From an optimization exercise on the open Yosys and OpenROAD flow, aimed at small area; shortcuts taken in it are not production practice.
At most, simulation tests tie the RTL to the original design; equivalence was not proved.
Power and IR drop assume default switching activity.

==> flow/design.v <==
package qr_pkg;
   localparam int DATA_W    = 16;
   localparam int FRAME_LEN = 20;
   localparam int H_DIM     = 4;
   typedef struct packed {
      logic signed [DATA_W-1:0] re;
      logic signed [DATA_W-1:0] im;
   } cplx_t;
   typedef enum logic [1:0] {
      IDLE,
      SEND,
      GAP
   } state_t;
endpackage
module qr_ao222n (
   input  logic [2:0] a,
   input  logic [2:0] b,
   output logic       y
);
   assign y = ~((a[0] & b[0]) | (a[1] & b[1]) | (a[2] & b[2]));
endmodule
module qr_nand2 (
   input  logic [1:0] a,
   output logic       y
);
   assign y = ~&a;
endmodule
module qr_rd_tail (
   input  logic [21:0] n,
   input  logic        take,
   input  logic        hold,
   output logic        y
);
   assign y = take ? ~&n : hold;
endmodule
module qr_rd_bit (
   input  logic [63:0] sel,
   input  logic [63:0] d,
   input  logic        take,
   input  logic        hold,
   output logic        y
);
   logic [21:0] n;
   for (genvar k = 0; k < 21; k++) begin : g_l1
      qr_ao222n u (.a(sel[3*k +: 3]), .b(d[3*k +: 3]), .y(n[k]));
   end
   qr_nand2 u_l1_last (.a({sel[63], d[63]}), .y(n[21]));
   qr_rd_tail u_tail (.n(n), .take(take), .hold(hold), .y(y));
endmodule
module qr_frame_tx #(
   parameter int DATA_W     = qr_pkg::DATA_W,
   parameter int FRAME_LEN  = qr_pkg::FRAME_LEN,
   parameter int DEPTH      = 64,
   parameter int GAP_CYCLES = 8
) (
   input  logic                i_clk,
   input  logic                i_rst_n,
   input  logic                i_clr,
   input  logic                s_valid,
   input  logic [2*DATA_W-1:0] s_data,
   output logic                s_ready,
   output logic                o_trig,
   output logic [2*DATA_W-1:0] o_data,
   output logic                o_busy,
   output logic [15:0]         o_frame_cnt
);
   localparam int W  = 2*DATA_W;
   localparam int AW = $clog2(DEPTH);
   localparam int CW = AW + 1;
   localparam int PW = $clog2(FRAME_LEN + GAP_CYCLES + 1);
   localparam logic [PW-1:0] LAST_POP = PW'(FRAME_LEN - 2);
   localparam logic [PW-1:0] LAST_TRG = PW'(FRAME_LEN - 1);
   localparam logic [PW-1:0] LAST_PH  = PW'(FRAME_LEN + GAP_CYCLES - 1);
   logic [W-1:0]  mem [DEPTH];
   logic [CW-1:0] count;
   logic [AW-1:0] wr_ptr;
   logic [AW-1:0] rd_ptr;
   logic          busy;
   logic [PW-1:0] pcnt;
   logic          push;
   logic          pop;
   logic          frame_done;
   logic [DEPTH-1:0] rsel;
   logic [W-1:0]  rd_word;
   assign s_ready    = i_rst_n && (count != CW'(DEPTH)) && !i_clr;
   assign push       = s_valid && s_ready;
   assign pop        = !i_clr && (busy ? (pcnt <= LAST_POP) : (count >= CW'(FRAME_LEN)));
   assign frame_done = !i_clr && busy && (pcnt == LAST_POP);
   assign o_busy     = busy;
   assign o_trig     = busy && (pcnt <= LAST_TRG);
   always_ff @(posedge i_clk) begin
      if (push) mem[wr_ptr] <= s_data;
   end
   always_comb begin
      for (int i = 0; i < DEPTH; i++) rsel[i] = (rd_ptr == AW'(i));
   end
   for (genvar j = 0; j < W; j++) begin : g_rd
      logic [DEPTH-1:0] d;
      for (genvar i = 0; i < DEPTH; i++) begin : g_w
         assign d[i] = mem[i][j];
      end
      qr_rd_bit u_rd (.sel(rsel), .d(d), .take(pop), .hold(o_data[j]), .y(rd_word[j]));
   end
   always_ff @(posedge i_clk or negedge i_rst_n) begin
      if (!i_rst_n) o_data <= '0;
      else          o_data <= rd_word;
   end
   always_ff @(posedge i_clk or negedge i_rst_n) begin
      if (!i_rst_n) begin
         count       <= '0;
         wr_ptr      <= '0;
         rd_ptr      <= '0;
         busy        <= 1'b0;
         pcnt        <= '0;
         o_frame_cnt <= '0;
      end else if (i_clr) begin
         count       <= '0;
         wr_ptr      <= '0;
         rd_ptr      <= '0;
         busy        <= 1'b0;
         pcnt        <= '0;
         o_frame_cnt <= '0;
      end else begin
         if (push) wr_ptr <= wr_ptr + 1'b1;
         if (pop)  rd_ptr <= rd_ptr + 1'b1;
         if (push && !pop)      count <= count + 1'b1;
         else if (pop && !push) count <= count - 1'b1;
         if (busy) begin
            pcnt <= pcnt + 1'b1;
            if (pcnt == LAST_PH) busy <= 1'b0;
         end else if (pop) begin
            busy <= 1'b1;
            pcnt <= '0;
         end
         if (frame_done) o_frame_cnt <= o_frame_cnt + 16'd1;
      end
   end
endmodule
clock: 4.0 ns
lec_check: 0
cap_margin: 10
core_margin: 2
core_utilization: 50
cts_buf_list: sky130_fd_sc_hd__clkbuf_8
cts_cluster_diameter: 60
cts_cluster_size: 20
place_density: 0.65
slew_margin: 10
synth_hierarchical: 1
run.sh (not shown) runs the stock make flow with config.mk's settings and CLKGATE_MAP_FILE= SYNTH_SCRIPT=/design/flow/synth_recipe.tcl, a recipe that flattens the netlist after the stock synthesis.
Edit:
Settings changed: CTS_CLUSTER_DIAMETER 60 to 50, CTS_CLUSTER_SIZE 20 to 18.
Worst setup slack hardly moves.
Global-route usage came out higher by 0.11 points.
Routed wire length stays flat.
Hold slack gets worse by 0.041 ns.
Clock power increases by roughly a tenth.
Utilization went up by 0.47 points.
Total power went up by a few percent.
Register-to-register slack stays flat.


RTL: the design.v shown in full above, as it stands there.
==> flow/config.mk <==
export PLATFORM = sky130hd
export DESIGN_NAME = qr_frame_tx
export DESIGN_NICKNAME = qr_frame_tx
export VERILOG_FILES = /design/flow/design.v
export SDC_FILE = /design/flow/constraint.sdc
export NUM_CORES = 4
export LEC_CHECK = 0
export CAP_MARGIN = 10
export CORE_MARGIN = 2
export CORE_UTILIZATION = 62
export CTS_BUF_LIST = sky130_fd_sc_hd__clkbuf_8
export CTS_CLUSTER_DIAMETER = 60
export CTS_CLUSTER_SIZE = 20
export PLACE_DENSITY = 0.72
export SLEW_MARGIN = 10
export SYNTH_HIERARCHICAL = 1
==> flow/constraint.sdc <==
create_clock -name core_clock -period 4.0 [get_ports {i_clk}]
set_input_delay 0.8000 -clock core_clock [delete_from_list [all_inputs] [get_ports {i_clk}]]
set_output_delay 0.8000 -clock core_clock [all_outputs]
set_load 0.01 [all_outputs]
The first run went through all stages and came out clean.
==> next run, changes <==
==> flow/flow/run.sh (new file) <==
#!/bin/bash
set -euo pipefail
cd "$(dirname "$0")/.."
export CTS_ARGS="-sink_clustering_enable -repair_clock_nets -sink_clustering_size 10 -sink_clustering_max_diameter 40 -buf_list sky130_fd_sc_hd__clkbuf_4 -dont_use_dummy_load"
export BUFFER_PORTS_ARGS="-buffer_cell sky130_fd_sc_hd__buf_1"
bash standard.sh synth > synth.log 2>&1
bash standard.sh finish > layout.log 2>&1
test -f out/final.def
==> flow/standard.sh (new file) <==
#!/bin/bash
# synth_recipe.tcl (not shown) runs the flow's synth.tcl, then flattens the netlist and writes it again
# the make line also repeats each setting of config.mk as NAME=value (left out here)
make -C /OpenROAD-flow-scripts/flow DESIGN_CONFIG=/design/flow/config.mk WORK_HOME=/design/flow/orfs CLKGATE_MAP_FILE= SYNTH_SCRIPT=/design/flow/synth_recipe.tcl "${@:-finish}"
- CORE_UTILIZATION: 62 -> 50
- CTS_BUF_LIST: sky130_fd_sc_hd__clkbuf_8 -> sky130_fd_sc_hd__clkbuf_4
- CTS_CLUSTER_DIAMETER: 60 -> 40
- CTS_CLUSTER_SIZE: 20 -> 10
- PLACE_DENSITY: 0.72 -> 0.65
removed: flow/run.sh
What happened: The changed run produced a clean layout; power drops by 1.7%; worst setup slack got worse by 0.16 ns; clock-buffer cell count climbs by 146; global-route usage drops by 7.1 points; core utilization drops by 14 points; synthesized cell count stays the same.
==> next run, changes <==
==> flow/flow/run.sh (replaced) <==
#!/bin/bash
set -euo pipefail
cd "$(dirname "$0")/.."
export CTS_ARGS="-sink_clustering_enable -repair_clock_nets -sink_clustering_size 20 -sink_clustering_max_diameter 60 -buf_list sky130_fd_sc_hd__clkbuf_8 -dont_use_dummy_load"
export BUFFER_PORTS_ARGS="-buffer_cell sky130_fd_sc_hd__buf_1"
bash standard.sh synth > synth.log 2>&1
bash standard.sh finish > layout.log 2>&1
test -f out/final.def
- CORE_UTILIZATION: 50 -> 45
- CTS_BUF_LIST: sky130_fd_sc_hd__clkbuf_4 -> sky130_fd_sc_hd__clkbuf_8
- CTS_CLUSTER_DIAMETER: 40 -> 60
- CTS_CLUSTER_SIZE: 10 -> 20
- PLACE_DENSITY: 0.65 -> 0.7
Outcome:
- area after synthesis does not change
- die area is higher by roughly a tenth
- routed wire length is lower by a few percent
- power is lower slightly
- critical path depth is higher by 2
- setup slack gets better by 0.30 ns
- flip-flop and latch count is unchanged
- count of clock-buffer cells in the layout is lower by 154
==> next run, changes <==
- CORE_UTILIZATION: 45 -> 50
- PLACE_DENSITY: 0.7 -> 0.65
Via count hardly moves. Register-to-register slack is worse by 0.25 ns. Count of clock-buffer cells in the layout went up by 6. Power grows slightly. Sequential power is about the same. Routed wire length is higher by a few percent.


qr_frame_tx, a different RTL version from the one above (not shown whole).
For scale: about 4600 cells after synthesis, roughly 2100 flip-flops, roughly 87 I/O pins, ~0.080 mm^2 of cells after synthesis.
Settings: LEC_CHECK=0, CAP_MARGIN=20, CORE_MARGIN=2, CORE_UTILIZATION=40, CTS_BUF_LIST=sky130_fd_sc_hd__clkbuf_4 sky130_fd_sc_hd__clkbuf_8, CTS_CLUSTER_SIZE=30, SLEW_MARGIN=20; clock period 4.0 ns.
Stock flow here: none of the scripts above is used.
The first run ran to the end with violations: setup timing.
Then changed:
- CORE_UTILIZATION: 40 -> 55
- CTS_BUF_LIST: sky130_fd_sc_hd__clkbuf_4 sky130_fd_sc_hd__clkbuf_8 -> sky130_fd_sc_hd__clkbuf_8
- CTS_CLUSTER_SIZE: 30 -> 20
- PLACE_DENSITY: unset -> 0.7
Result:
- The new run completed, yet does not pass: setup timing
- critical path depth does not change
- die area falls by 27%
- non-clock buffer count falls by 4
- routed wire length fell by 4.0%
- register-to-register slack improves by 0.08 ns
No functional check of the RTL was part of any run of this note.


Setup of delta:
qr_frame_tx, a different RTL version from the one above (not shown whole).
Size: roughly 2,100 flip-flops, ~87 I/O pins.
==> flow/config.mk <==
export PLATFORM = sky130hd
export DESIGN_NAME = qr_frame_tx
export DESIGN_NICKNAME = qr_frame_tx
export VERILOG_FILES = /design/flow/design.v
export SDC_FILE = /design/flow/constraint.sdc
export NUM_CORES = 4
export LEC_CHECK = 0
export CAP_MARGIN = 10
export CORE_MARGIN = 2
export CORE_UTILIZATION = 50
export CTS_BUF_LIST = sky130_fd_sc_hd__clkbuf_8
export CTS_CLUSTER_DIAMETER = 60
export CTS_CLUSTER_SIZE = 18
export PLACE_DENSITY = 0.65
export SLEW_MARGIN = 10
export SYNTH_HIERARCHICAL = 1
==> flow/constraint.sdc <==
create_clock -name core_clock -period 4.0 [get_ports {i_clk}]
set_input_delay 0.8000 -clock core_clock [delete_from_list [all_inputs] [get_ports {i_clk}]]
set_output_delay 0.8000 -clock core_clock [all_outputs]
set_load 0.01 [all_outputs]
standard.sh (not shown) runs the stock make flow with config.mk's settings and CLKGATE_MAP_FILE= SYNTH_SCRIPT=/design/flow/synth_recipe.tcl, a recipe that flattens the netlist after the stock synthesis.
==> flow/flow/run.sh <==
#!/bin/bash
set -euo pipefail
cd "$(dirname "$0")/.."
export CTS_ARGS="-sink_clustering_enable -repair_clock_nets -sink_clustering_size 18 -sink_clustering_max_diameter 60 -buf_list sky130_fd_sc_hd__clkbuf_8 -dont_use_dummy_load"
export BUFFER_PORTS_ARGS="-buffer_cell sky130_fd_sc_hd__buf_1"
bash standard.sh synth > synth.log 2>&1
bash standard.sh finish > layout.log 2>&1
test -f out/final.def
Modified inputs, gamma compared to delta
-- flow/flow/run.sh --
<<< delta, line 4
export CTS_ARGS="-sink_clustering_enable -repair_clock_nets -sink_clustering_size 18 -sink_clustering_max_diameter 60 -buf_list sky130_fd_sc_hd__clkbuf_8 -dont_use_dummy_load"
>>> gamma, line 4
export CTS_ARGS="-sink_clustering_enable -repair_clock_nets -sink_clustering_size 20 -sink_clustering_max_diameter 60 -buf_list sky130_fd_sc_hd__clkbuf_8 -dont_use_dummy_load"
-- flow/config.mk --
<<< delta, line 13
export CTS_CLUSTER_SIZE = 18
>>> gamma, line 13
export CTS_CLUSTER_SIZE = 20
==> results.txt <==
The global-route usage was comparable across delta and gamma.
gamma vs delta, count of non-CTS buffers in the layout went down by 1.5%.
Between delta and gamma, the share of total power in combinational logic figures differ only marginally.
The faster design of the two is delta; gamma tops out lower.

-- static timing again, ports no longer ideal --
How much do the figures lean on ideal ports? The routed layouts below were timed once more, with nothing changed but the port constraints. Step 1 (the two cells are an assumption about what drives the block):
set clk [get_ports {i_clk}]
set_driving_cell -lib_cell sky130_fd_sc_hd__clkbuf_16 $clk
set_driving_cell -lib_cell sky130_fd_sc_hd__buf_2 [delete_from_list [all_inputs] $clk]
Step 2 also shifts input and output timing later by t, the mid clock arrival at the registers, as if the neighbouring blocks saw the same clock. Slacks: ideal / step 1 / step 2; pairs: ideal / step 1.
| run | t, ns | slack for setup (ns) | worst setup path at the end | worst data-port slew with drivers (ns) |
|---|---|---|---|---|
| the first run of note 1 | 0.965 | 0.124 / 0.124 / -0.094 | input to register | 0.08 |
| the second run of note 1 | 1.012 | 0.121 / 0.121 / -0.077 | input to register | 0.08 |
| the first run of note 2 | 0.954 | 0.216 / 0.216 / 0.216 | register to register | 0.04 |
| the second run of note 2 | 1.352 | 0.059 / 0.059 / -0.056 | input to register | 0.10 |
| the third run of note 2 | 0.980 | 0.354 / 0.354 / 0.011 | input to register | 0.08 |
| the fourth run of note 2 | 0.951 | 0.109 / 0.109 / -0.080 | input to register | 0.10 |
| the first run of note 3 | 1.137 | -0.258 / -0.258 / -0.369 | input to register | 0.12 |
| the second run of note 3 | 1.128 | -0.182 / -0.182 / -0.560 | input to register | 0.08 |
| delta | 0.978 | 0.211 / 0.137 / 0.341 | register to register | 0.07 |
| gamma | 0.968 | 0.185 / 0.111 / 0.292 | register to register | 0.07 |
Met with ideal ports but missed after step 2: setup timing in the first run of note 1, the second run of note 1, the second run of note 2 and the fourth run of note 2. For the second run of note 3, which loses most, drivers alone change the setup slack by 0.000 ns; drivers and shift together by -0.378 ns.
